Source: an optimization exercise on an open RTL-to-GDS flow (aim: small area, a short achievable clock period and few clock cycles). Production flows keep margins and buffers that such runs may drop. The RTL was checked by simulation tests, not by an equivalence proof against the original design. Power is estimated from default activity; no workload was simulated.

<file path="flow/run.sh">
#!/bin/bash
# synth_recipe.tcl (not shown) runs the flow's synth.tcl, then flattens the netlist and writes it again
# the make line also repeats each setting of config.mk as NAME=value (left out here)
make -C /OpenROAD-flow-scripts/flow DESIGN_CONFIG=/design/flow/config.mk WORK_HOME=/design/flow/orfs CLKGATE_MAP_FILE= SYNTH_SCRIPT=/design/flow/synth_recipe.tcl finish
</file>
<file path="flow/config.mk">
export PLATFORM = sky130hd
export DESIGN_NAME = multichannel_oversample_averager
export DESIGN_NICKNAME = multichannel_oversample_averager
export VERILOG_FILES = /design/flow/design.v
export SDC_FILE = /design/flow/constraint.sdc
export NUM_CORES = 4
export LEC_CHECK = 0
export CAP_MARGIN = 20
export CORE_MARGIN = 2
export CORE_UTILIZATION = 40
export SLEW_MARGIN = 20
</file>
<file path="flow/constraint.sdc">
create_clock -name core_clock -period 9.0 [get_ports {clock}]
set_input_delay 1.8000 -clock core_clock [delete_from_list [all_inputs] [get_ports {clock}]]
set_output_delay 1.8000 -clock core_clock [all_outputs]
set_load 0.01 [all_outputs]
</file>
<file path="flow/design.v">
package moa_pkg;
   localparam int CHANNELS   = 16;
   localparam int OVERSAMPLE = 16;
   localparam int FULL_SCALE = 4095;
   localparam int UV_PER_MV  = 1000;
   localparam int FUNC_W     = 3;
   localparam int CH_W       = 4;
   localparam int ADC_W      = 12;
   localparam int MV_W       = 16;
   localparam int UV_W       = 26;
   localparam int AGE_W      = 17;
   localparam int ACC_W      = 20;
   localparam int SCAN_W     = 8;
   localparam int CSR_IDX_W  = 2;
   localparam int CSR_DATA_W = 16;
   localparam int PROD_W     = 28;    
   localparam int DIV_W      = 38;    
   localparam int CH_AW      = (CHANNELS > 1) ? $clog2(CHANNELS) : 1;
   localparam logic [FUNC_W-1:0] FUNC_SAMPLE  = 3'd0;
   localparam logic [FUNC_W-1:0] FUNC_ERROR   = 3'd1;
   localparam logic [FUNC_W-1:0] FUNC_TICK    = 3'd2;
   localparam logic [FUNC_W-1:0] FUNC_READ    = 3'd3;
   localparam logic [FUNC_W-1:0] FUNC_CONVERT = 3'd4;
   localparam logic [CSR_IDX_W-1:0] CSR_VREFINT_CAL  = 2'd0;
   localparam logic [CSR_IDX_W-1:0] CSR_NOMINAL_MV   = 2'd1;
   localparam logic [CSR_IDX_W-1:0] CSR_VREF_CHANNEL = 2'd2;
   localparam logic [MV_W-1:0]  NOMINAL_MV_RESET = 16'd3300;
   localparam logic [MV_W-1:0]  MV_MAX           = 16'hFFFF;
   localparam logic [UV_W-1:0]  UV_MAX           = 26'h3FF_FFFF;
   localparam logic [ADC_W-1:0] ADC_MAX          = 12'hFFF;
   localparam logic [AGE_W-1:0] AGE_MAX          = 17'h1_FFFF;
   typedef struct packed {
      logic [FUNC_W-1:0] func;
      logic [CH_W-1:0]   channel;
      logic [ADC_W-1:0]  value;
      logic              last_of_scan;
      logic [MV_W-1:0]   max_age_ms;
   } req_type;
   typedef struct packed {
      logic [ADC_W-1:0] avg_raw;
      logic [MV_W-1:0]  vdda_mv;
      logic [UV_W-1:0]  microvolts;
      logic             ready_res;
      logic             fresh;
   } rsp_type;
   typedef struct packed {
      logic [ADC_W-1:0] vrefint_cal;
      logic [MV_W-1:0]  nominal_vdda_mv;
      logic [CH_W-1:0]  vref_channel;
   } cfg_type;
endpackage
import moa_pkg::*;
module moa_div (
   input  logic                       clock,
   input  logic                       reset,
   input  logic                       start,
   input  logic [moa_pkg::DIV_W-1:0]  dividend,
   input  logic [moa_pkg::ADC_W-1:0]  divisor,
   output logic                       busy,
   output logic                       done,
   output logic [moa_pkg::DIV_W-1:0]  quotient
);
   localparam int STEPS  = DIV_W / 2;
   localparam int STEP_W = $clog2(STEPS + 1);
   logic [DIV_W-1:0]  dq_ff;
   logic [DIV_W-1:0]  dq_in;
   logic [ADC_W-1:0]  rem_ff;
   logic [ADC_W-1:0]  rem_in;
   logic [ADC_W-1:0]  dvs_ff;
   logic [STEP_W-1:0] cnt_ff;
   logic              done_ff;
   logic [ADC_W:0]    trial;
   always_comb begin
      rem_in = rem_ff;
      dq_in  = dq_ff;
      trial  = '0;
      for (int k = 0; k < 2; k++) begin
         trial = {rem_in, dq_in[DIV_W-1]};
         dq_in = {dq_in[DIV_W-2:0], 1'b0};
         if (trial >= {1'b0, dvs_ff}) begin
            rem_in   = ADC_W'(trial - {1'b0, dvs_ff});
            dq_in[0] = 1'b1;
         end else begin
            rem_in = trial[ADC_W-1:0];
         end
      end
   end
   always_ff @(posedge clock) begin
      if (reset) begin
         cnt_ff  <= '0;
         done_ff <= 1'b0;
      end else begin
         done_ff <= 1'b0;
         if (start) begin
            cnt_ff <= STEP_W'(STEPS);
         end else if (cnt_ff != '0) begin
            cnt_ff <= cnt_ff - 1'b1;
            if (cnt_ff == STEP_W'(1)) begin
               done_ff <= 1'b1;
            end
         end
      end
   end
   always_ff @(posedge clock) begin
      if (start) begin
         dq_ff  <= dividend;
         rem_ff <= '0;
         dvs_ff <= divisor;
      end else if (cnt_ff != '0) begin
         dq_ff  <= dq_in;
         rem_ff <= rem_in;
      end
   end
   assign busy     = (cnt_ff != '0);
   assign done     = done_ff;
   assign quotient = dq_ff;
endmodule
import moa_pkg::*;
module moa_core (
   input  logic              clock,
   input  logic              reset,
   input  moa_pkg::cfg_type  cfg,
   input  logic              req_valid,
   output logic              req_ready,
   input  moa_pkg::req_type  req_data,
   input  logic              out_free,
   output logic              res_push,
   output moa_pkg::rsp_type  res_data
);
   localparam logic [3:0] S_IDLE   = 4'd0;
   localparam logic [3:0] S_ACC_WR = 4'd1;
   localparam logic [3:0] S_SWEEP  = 4'd2;
   localparam logic [3:0] S_VREF   = 4'd3;
   localparam logic [3:0] S_MV_MUL = 4'd4;
   localparam logic [3:0] S_MV_DIV = 4'd5;
   localparam logic [3:0] S_RAW    = 4'd6;
   localparam logic [3:0] S_UV_MUL = 4'd7;
   localparam logic [3:0] S_UV_DIV = 4'd8;
   localparam logic [3:0] S_OUT    = 4'd9;
   localparam int SWP_W = $clog2(CHANNELS + 1);
   localparam logic [SWP_W-1:0]  SWP_LIMIT  = SWP_W'(CHANNELS);
   localparam logic [CH_W:0]     CH_LIMIT   = (CH_W + 1)'(CHANNELS);
   localparam logic [SCAN_W:0]   SCAN_LIMIT = (SCAN_W + 1)'(OVERSAMPLE);
   logic [3:0]        state_ff, state_in;
   logic [SCAN_W-1:0] scan_ff, scan_in;
   logic              ready_ff, ready_in;
   logic [AGE_W-1:0]  age_ff, age_in;
   logic [SWP_W-1:0]  sweep_cnt_ff, sweep_cnt_in;
   logic              sweep_pend_ff, sweep_pend_in;
   moa_pkg::req_type           req_ff;
   logic [CH_AW-1:0]  sweep_idx_ff, sweep_idx_in;
   logic [ADC_W-1:0]  now_ff, now_in;
   logic [PROD_W-1:0] prod_ff, prod_in;
   logic [MV_W-1:0]   mv_ff, mv_in;
   logic [ADC_W-1:0]  avg_out_ff, avg_out_in;
   logic [PROD_W-1:0] num_ff, num_in;
   logic [UV_W-1:0]   uv_ff, uv_in;
   logic [ACC_W-1:0]    acc_mem [CHANNELS];
   logic [CHANNELS-1:0] acc_vld_ff;
   logic [ACC_W-1:0]    acc_rdata_ff;
   logic                acc_rvld_ff;
   logic                acc_rd_en, acc_wr_en, acc_clr_en;
   logic [CH_AW-1:0]    acc_rd_addr, acc_wr_addr, acc_clr_addr;
   logic [ACC_W-1:0]    acc_wr_data;
   logic [ADC_W-1:0]    avg_mem [CHANNELS];
   logic [CHANNELS-1:0] avg_vld_ff;
   logic [ADC_W-1:0]    avg_rdata_ff;
   logic                avg_rvld_ff;
   logic                avg_rd_en, avg_wr_en;
   logic [CH_AW-1:0]    avg_rd_addr, avg_wr_addr;
   logic [ADC_W-1:0]    avg_wr_data;
   logic              div_start, div_busy, div_done;
   logic [DIV_W-1:0]  div_dividend, div_quot;
   logic [ADC_W-1:0]  div_divisor;
   logic              accept;
   logic              ch_ok_new, ch_ok, vref_ok;
   logic [ACC_W-1:0]  acc_eff, acc_quo;
   logic [ADC_W-1:0]  avg_clamp, now_eff, avg_sel, raw;
   logic [SCAN_W:0]   scan_next;
   assign accept    = req_valid && req_ready;
   assign req_ready = (state_ff == S_IDLE);
   assign ch_ok_new = ({1'b0, req_data.channel} < CH_LIMIT);
   assign ch_ok     = ({1'b0, req_ff.channel} < CH_LIMIT);
   assign vref_ok   = ({1'b0, cfg.vref_channel} < CH_LIMIT);
   assign acc_eff   = acc_rvld_ff ? acc_rdata_ff : '0;
   assign acc_quo   = acc_eff / ACC_W'(OVERSAMPLE);
   assign avg_clamp = (acc_quo > ACC_W'(ADC_MAX)) ? ADC_MAX : acc_quo[ADC_W-1:0];
   assign now_eff   = (vref_ok && avg_rvld_ff) ? avg_rdata_ff : '0;
   assign avg_sel   = (req_ff.func == FUNC_READ && ch_ok && avg_rvld_ff) ? avg_rdata_ff : '0;
   assign raw       = (req_ff.func == FUNC_READ) ? avg_sel : req_ff.value;
   assign scan_next = {1'b0, scan_ff} + 1'b1;
   always_comb begin
      state_in      = state_ff;
      scan_in       = scan_ff;
      ready_in      = ready_ff;
      age_in        = age_ff;
      sweep_cnt_in  = sweep_cnt_ff;
      sweep_pend_in = 1'b0;
      sweep_idx_in  = sweep_idx_ff;
      now_in        = now_ff;
      prod_in       = prod_ff;
      mv_in         = mv_ff;
      avg_out_in    = avg_out_ff;
      num_in        = num_ff;
      uv_in         = uv_ff;
      acc_rd_en    = 1'b0;
      acc_rd_addr  = req_ff.channel[CH_AW-1:0];
      acc_wr_en    = 1'b0;
      acc_wr_addr  = req_ff.channel[CH_AW-1:0];
      acc_wr_data  = acc_eff + ACC_W'(req_ff.value);
      acc_clr_en   = 1'b0;
      acc_clr_addr = sweep_idx_ff;
      avg_rd_en    = 1'b0;
      avg_rd_addr  = req_ff.channel[CH_AW-1:0];
      avg_wr_en    = 1'b0;
      avg_wr_addr  = sweep_idx_ff;
      avg_wr_data  = avg_clamp;
      div_start    = 1'b0;
      div_dividend = DIV_W'(prod_ff) + DIV_W'(now_ff >> 1);
      div_divisor  = now_ff;
      case (state_ff)
         S_IDLE: begin
            if (accept) begin
               case (req_data.func)
                  FUNC_SAMPLE: begin
                     acc_rd_en   = ch_ok_new;
                     acc_rd_addr = req_data.channel[CH_AW-1:0];
                     state_in    = S_ACC_WR;
                  end
                  FUNC_ERROR: begin
                     ready_in = 1'b0;
                  end
                  FUNC_TICK: begin
                     if (age_ff != AGE_MAX) begin
                        age_in = age_ff + 1'b1;
                     end
                  end
                  FUNC_READ, FUNC_CONVERT: begin
                     avg_rd_en   = 1'b1;
                     avg_rd_addr = cfg.vref_channel[CH_AW-1:0];
                     state_in    = S_VREF;
                  end
                  default: begin
                  end
               endcase
            end
         end
         S_ACC_WR: begin
            acc_wr_en = ch_ok;
            state_in  = S_IDLE;
            if (req_ff.last_of_scan) begin
               if (scan_next >= SCAN_LIMIT) begin
                  sweep_cnt_in = '0;
                  state_in     = S_SWEEP;
               end else begin
                  scan_in = scan_next[SCAN_W-1:0];
               end
            end
         end
         S_SWEEP: begin
            if (sweep_cnt_ff != SWP_LIMIT) begin
               acc_rd_en     = 1'b1;
               acc_rd_addr   = sweep_cnt_ff[CH_AW-1:0];
               sweep_pend_in = 1'b1;
               sweep_idx_in  = sweep_cnt_ff[CH_AW-1:0];
               sweep_cnt_in  = sweep_cnt_ff + 1'b1;
            end else begin
               scan_in  = '0;
               age_in   = '0;
               ready_in = 1'b1;
               state_in = S_IDLE;
            end
            if (sweep_pend_ff) begin
               avg_wr_en  = 1'b1;
               acc_clr_en = 1'b1;
            end
         end
         S_VREF: begin
            if (now_eff == '0 || cfg.vrefint_cal == '0) begin
               mv_in     = cfg.nominal_vdda_mv;
               avg_rd_en = 1'b1;
               state_in  = S_RAW;
            end else begin
               now_in   = now_eff;
               prod_in  = PROD_W'(cfg.nominal_vdda_mv) * PROD_W'(cfg.vrefint_cal);
               state_in = S_MV_MUL;
            end
         end
         S_MV_MUL: begin
            div_start = 1'b1;
            state_in  = S_MV_DIV;
         end
         S_MV_DIV: begin
            if (div_done) begin
               mv_in     = (div_quot > DIV_W'(MV_MAX)) ? MV_MAX : div_quot[MV_W-1:0];
               avg_rd_en = 1'b1;
               state_in  = S_RAW;
            end
         end
         S_RAW: begin
            avg_out_in = avg_sel;
            num_in     = PROD_W'(raw) * PROD_W'(mv_ff);
            state_in   = S_UV_MUL;
         end
         S_UV_MUL: begin
            div_start    = 1'b1;
            div_dividend = DIV_W'(num_ff) * DIV_W'(UV_PER_MV) + DIV_W'(FULL_SCALE / 2);
            div_divisor  = ADC_W'(FULL_SCALE);
            state_in     = S_UV_DIV;
         end
         S_UV_DIV: begin
            if (div_done) begin
               uv_in    = (div_quot > DIV_W'(UV_MAX)) ? UV_MAX : div_quot[UV_W-1:0];
               state_in = S_OUT;
            end
         end
         S_OUT: begin
            if (out_free) begin
               state_in = S_IDLE;
            end
         end
         default: begin
            state_in = S_IDLE;
         end
      endcase
   end
   always_ff @(posedge clock) begin
      if (reset) begin
         state_ff      <= S_IDLE;
         scan_ff       <= '0;
         ready_ff      <= 1'b0;
         age_ff        <= '0;
         sweep_cnt_ff  <= '0;
         sweep_pend_ff <= 1'b0;
      end else begin
         state_ff      <= state_in;
         scan_ff       <= scan_in;
         ready_ff      <= ready_in;
         age_ff        <= age_in;
         sweep_cnt_ff  <= sweep_cnt_in;
         sweep_pend_ff <= sweep_pend_in;
      end
   end
   always_ff @(posedge clock) begin
      if (accept) begin
         req_ff <= req_data;
      end
      sweep_idx_ff <= sweep_idx_in;
      now_ff       <= now_in;
      prod_ff      <= prod_in;
      mv_ff        <= mv_in;
      avg_out_ff   <= avg_out_in;
      num_ff       <= num_in;
      uv_ff        <= uv_in;
   end
   always_ff @(posedge clock) begin
      if (acc_wr_en) begin
         acc_mem[acc_wr_addr] <= acc_wr_data;
      end
      if (acc_rd_en) begin
         acc_rdata_ff <= acc_mem[acc_rd_addr];
         acc_rvld_ff  <= acc_vld_ff[acc_rd_addr];
      end
   end
   always_ff @(posedge clock) begin
      if (reset) begin
         acc_vld_ff <= '0;
      end else begin
         if (acc_wr_en) begin
            acc_vld_ff[acc_wr_addr] <= 1'b1;
         end
         if (acc_clr_en) begin
            acc_vld_ff[acc_clr_addr] <= 1'b0;
         end
      end
   end
   always_ff @(posedge clock) begin
      if (avg_wr_en) begin
         avg_mem[avg_wr_addr] <= avg_wr_data;
      end
      if (avg_rd_en) begin
         avg_rdata_ff <= avg_mem[avg_rd_addr];
         avg_rvld_ff  <= avg_vld_ff[avg_rd_addr];
      end
   end
   always_ff @(posedge clock) begin
      if (reset) begin
         avg_vld_ff <= '0;
      end else if (avg_wr_en) begin
         avg_vld_ff[avg_wr_addr] <= 1'b1;
      end
   end
   moa_div u_div (
      .clock    (clock),
      .reset    (reset),
      .start    (div_start),
      .dividend (div_dividend),
      .divisor  (div_divisor),
      .busy     (div_busy),
      .done     (div_done),
      .quotient (div_quot)
   );
   assign res_push            = (state_ff == S_OUT) && out_free;
   assign res_data.avg_raw    = avg_out_ff;
   assign res_data.vdda_mv    = mv_ff;
   assign res_data.microvolts = uv_ff;
   assign res_data.ready_res  = ready_ff;
   assign res_data.fresh      = ready_ff && (age_ff <= AGE_W'(req_ff.max_age_ms));
endmodule
import moa_pkg::*;
module multichannel_oversample_averager (
   input  logic                             clock,
   input  logic                             reset,
   input  logic                             req_valid,
   output logic                             req_ready,
   input  logic [35:0]                      req_data,
   output logic                             rsp_valid,
   input  logic                             rsp_ready,
   output logic [55:0]                      rsp_data,
   input  logic                             csr_valid,
   output logic                             csr_ready,
   input  logic [moa_pkg::CSR_IDX_W-1:0]    csr_index,
   input  logic [moa_pkg::CSR_DATA_W-1:0]   csr_data
);
   moa_pkg::cfg_type cfg_ff, cfg_in;
   logic    rsp_valid_ff, rsp_valid_in;
   moa_pkg::rsp_type rsp_data_ff;
   logic    out_free;
   logic    res_push;
   moa_pkg::rsp_type res_data;
   moa_pkg::req_type req_in;
   assign req_in = req_data;
   assign csr_ready = 1'b1;
   always_comb begin
      cfg_in = cfg_ff;
      if (csr_valid && csr_ready) begin
         case (csr_index)
            CSR_VREFINT_CAL:  cfg_in.vrefint_cal     = csr_data[ADC_W-1:0];
            CSR_NOMINAL_MV:   cfg_in.nominal_vdda_mv = csr_data[MV_W-1:0];
            CSR_VREF_CHANNEL: cfg_in.vref_channel    = csr_data[CH_W-1:0];
            default: begin
            end
         endcase
      end
   end
   always_ff @(posedge clock) begin
      if (reset) begin
         cfg_ff.vrefint_cal     <= '0;
         cfg_ff.nominal_vdda_mv <= NOMINAL_MV_RESET;
         cfg_ff.vref_channel    <= '0;
      end else begin
         cfg_ff <= cfg_in;
      end
   end
   assign out_free = !rsp_valid_ff || rsp_ready;
   always_comb begin
      rsp_valid_in = rsp_valid_ff;
      if (res_push) begin
         rsp_valid_in = 1'b1;
      end else if (rsp_ready) begin
         rsp_valid_in = 1'b0;
      end
   end
   always_ff @(posedge clock) begin
      if (reset) begin
         rsp_valid_ff <= 1'b0;
      end else begin
         rsp_valid_ff <= rsp_valid_in;
      end
   end
   always_ff @(posedge clock) begin
      if (res_push) begin
         rsp_data_ff <= res_data;
      end
   end
   assign rsp_valid = rsp_valid_ff;
   assign rsp_data  = rsp_data_ff;
   moa_core u_core (
      .clock     (clock),
      .reset     (reset),
      .cfg       (cfg_ff),
      .req_valid (req_valid),
      .req_ready (req_ready),
      .req_data  (req_in),
      .out_free  (out_free),
      .res_push  (res_push),
      .res_data  (res_data)
   );
endmodule
</file>
==> run notes <==
-- per-layer routing --
metal,wire [µm],vias to the layer above
li1,-,17200
met1,64100,18800
met2,68200,1067
met3,8640,222
met4,4170,0
met5,0,-
-- flip-flops by register name (all words and copies together), names as in the netlist, 16 cells and up --
name,flops
u_core.num_ff,28
u_core.uv_ff,26
u_core.u_div.dq_ff,38
u_core.acc_rdata_ff,20
u_core.avg_mem,192
u_core.mv_ff,16
u_core.avg_vld_ff,16
u_core.prod_ff,28
u_core.acc_vld_ff,16
cfg_ff,32
u_core.acc_mem,320
u_core.req_ff,36
u_core.age_ff,17
rsp_data_ff,56
-- synth_stat cells, types with 8 or more instances --
cell      instances
a211o_1          10
a211oi_1        137
a21boi_0         13
a21o_1           56
a21oi_1         179
a22oi_1           9
a311oi_1         48
a31o_2           12
a31oi_1          73
and2_1          194
and3_1          105
buf_1             9
buf_2            25
clkbuf_1        192
dfxtp_1         119
edfxtp_1        814
fa_1            386
ha_1            292
inv_1           554
mux2_2            8
mux2i_1          29
mux4_2           52
nand2_1         624
nand2b_1         41
nand3_1          41
nand3b_1         14
nand4_1          28
nor2_1          235
nor2b_1          30
nor3_1           74
nor4_1           13
o211ai_1         17
o21a_1           15
o21ai_0          89
o21bai_1         12
o22a_1           19
o22ai_1           9
o31ai_1           9
or2_2            37
or3_1             9
xnor2_1          96
xor2_1           72
-- worst max-delay path, delay by kind of cell (launching register included) --
kind	cells	cell delay, ns
adder cells (fa/ha/maj)	6	2.68
AND/OR/NAND/NOR	5	1.66
flip-flops	1	0.34
XOR/XNOR	1	0.08
AO/OA/AOI/OAI	8	2.67
buffers and inverters	4	0.21
-- cell type report --
type / instances / area, µm²
multi-input cells: 3196 / 27200
clock buffers: 138 / 2810
clock inverters: 51 / 702
diodes: 1 / 2.50
flip-flops and latches: 933 / 26800
repair buffers: 192 / 1780
well taps: 1890 / 2360
inverters: 557 / 2090
fillers: 13000 / 77500
-- stage by stage --
stage                     hold slack, ns  utilization [%]  worst slack, ns  area (µm²)  cells
final                              0.415             45.1             1.09       63700   6958
after detailed placement           0.405             42.5             1.18       60100   6764
after CTS                          0.415             45.0             1.14       63600   6953
after global routing               0.423             45.1            0.485       63700   6957
after floorplan                    0.400                -             2.34       56700   4917
after global placement             0.406             42.5             1.20       60100   6763
-- where the power goes --
part           internal, mW  switching (mW)  total, mW
Clock                  2.51            1.83       4.33
Sequential             5.93           0.333       6.27
Combinational          4.47            6.57       11.0
-- worst paths after layout --
| path | from | endpoint | slack [ns] | depth (start not counted) |
|---|---|---|---|---|
| worst max-delay path | u_core.req_ff[35]$_DFFE_PP_ | u_core.num_ff[27]$_DFFE_PN_ | 1.09 | 24 |
| worst min-delay path | u_core.uv_ff[7]$_SDFFCE_PN1P_ | rsp_data_ff[9]$_DFFE_PP_ | 0.41 | 0 |
| worst max register to register | u_core.req_ff[35]$_DFFE_PP_ | u_core.num_ff[27]$_DFFE_PN_ | 1.09 | 24 |
| worst min register to register | u_core.uv_ff[7]$_SDFFCE_PN1P_ | rsp_data_ff[9]$_DFFE_PP_ | 0.41 | 0 |
-- cells by family (layout without fill, tap and decap cells) --
| logic type | after synthesis | count (layout) |
|---|---|---|
| AO/OA/AOI/OAI | 775 | 775 |
| AND/OR/NAND/NOR | 1484 | 1484 |
| adder cells (fa/ha/maj) | 678 | 678 |
| other | 1 | 2 |
| XOR/XNOR | 168 | 168 |
| flip-flops | 933 | 933 |
| multiplexers | 90 | 90 |
| buffers and inverters | 788 | 938 |
==> results.cfg <==
[finish]
syn_to_final_growth_pct = 12.4
mostFrequentLayoutCells = 814 x edfxtp_1, 622 x nand2_1, 553 x inv_1
drive_above_1_share_pct = 8.27
final_common_cell = edfxtp_1
final_nets = 5718

[global_route]
grt_antenna_before_repair = 2
grt_first_pass_wirelength_um = 224000
overflow = 0
met3_usage_pct = 3.00
grt.busiest_layer = met2
grt_max_degree = 169
grt_use_total_pct = 19.9
grt_use_met2_pct = 32.5
use_met1_pct = 27.4
grt_pass1_vias = 37700

[die]
die_h_um = 381
num_rows = 138
die_x_um = 381
fp.dieArea_um2 = 145000
core_um2 = 141000
start_util_pct = 40.2
ios = 118

[logic_synthesis]
netlist_top_cells_area = edfxtp_1 43%, fa_1 14%, ha_1 6.4%
synth_top_family_by_area = adder cells
synth.distinct_cells = 99
ys_ff_latch = 933
synth.mux.area_fraction_pct = 2.76
synth_cells = 4917
synth_area_leader_cell = edfxtp_1
syn_area_per_cell_um2 = 11.5
synth.yosys.seq_area_share_pct = 47.3
synthAdderAreaFrac_pct = 20.1
synth_simple_gate_area_share_pct = 12.6
synth-main-ff-cell = edfxtp_1
synth_compound_area_share_pct = 9.36
synth_xor_area_share_pct = 2.59
synth_warnings = 3
syn_nets = 5654
synth_top_cell_area_share_pct = 43.1
synth_edf_count = 814
synth-async-reset-ratio_pct = 0
netlist_area_um2 = 56700

[pwr]
peakVddDrop_mv = 0.527
finalPower_mw = 21.6
p_per_area_nw_per_um2 = 340
cellLeakagePower_nw = 25.2

[clock_tree]
cts.hold.buffers_added = 0
cts_root_buffer = clkbuf_16
cts_made_buffers = 101
clkLatencyLatePin_ns = 0.76
clk_pin_slew_worst_paths_ns = 0.06
cts_resized = 0
cts_buffer_depth = 3
clock_sinks = 933
h-tree-depth = 3
post_cts_buffers = 0
cts_tree = yes

[critical_path]
cpPeakStageDelay_ns = 0.62
cp_cell_sequence = nand3b_1 > nor2_1 > and2_1 > a21o_1 > nand2_1 > fa_1 > inv_1 > ha_1 > fa_1 > inv_1 > fa_1 > fa_1 > inv_1 > ha_1 > inv_1 > o21ai_0 > a2111oi_0 > o41ai_1 > a2111oi_1 > o31ai_1 > nor3_1 > o21ai_0 > a21oi_1 > xnor2_1
worstPathRequired_ns = 9.46
critPathMaxFanout = 16
start_kind = flip-flop
worstSetupPathType = flip-flop to flip-flop
cp_slowest_cell = a2111oi_0
worst_ep_arrival_time_ns = 8.37
cp-end-kind = flip-flop

[sta]
rsz0062_at_grt = false
min_period_ns = 7.91
fmax_ghz = 0.126
slew_violations = 0
finalCritPeriodShare_pct = 87.8
fin_skew_ns = 0.0675
setup_viol = 0
tns_ns = 0
worst_pin_slew_ns = 1.11
maxSlewHeadroom_pct = 25.0
hold_violations = 0

[drt]
routed_wl_um = 145000
vias = 37400
vias_per_cell = 5.37
drt-initial-drc-count = 2919
drc_errors = 0
wl_per_cell_um = 20.9
dr.pass1.iters = 6
ant_nets = 0

[placed_design]
port_buffers = 116
dp_hpwl_um = 99600
place_congestion = 0.886

[run_status]
status = no timing/DRC/antenna violations

[job]
maxCapViolCount = 0

[min_path]
hp-class = flip-flop to flip-flop
Testbench counts, summed over its fixed seeds: cycles 57,478.

[afterwards: timing with drivers on the ports]
Ports are ideal in the flow. The routed layout listed here was re-timed in OpenROAD.
Step 1 sets driving cells, clkbuf_16 on the clock port and buf_2 on the other inputs (assumed; they add their load-dependent delay and slew).
Step 2 moves the port delays by t, midway between the first and last clock arrival at a register: inputs arrive t later, outputs are due t later. That takes back most of the time a late clock gives input paths.
Slacks: ideal / step 1 / step 2; pairs: ideal / step 1.
t, ns: 0.800
setup slack, ns: 1.094 / 1.094 / 1.094
hold WS [ns]: 0.415 / 0.415 / 0.415
After both steps setup and hold are still met in this run. The setup slack of this run moves by 0.000 ns with the drivers and by 0.000 ns with both steps.
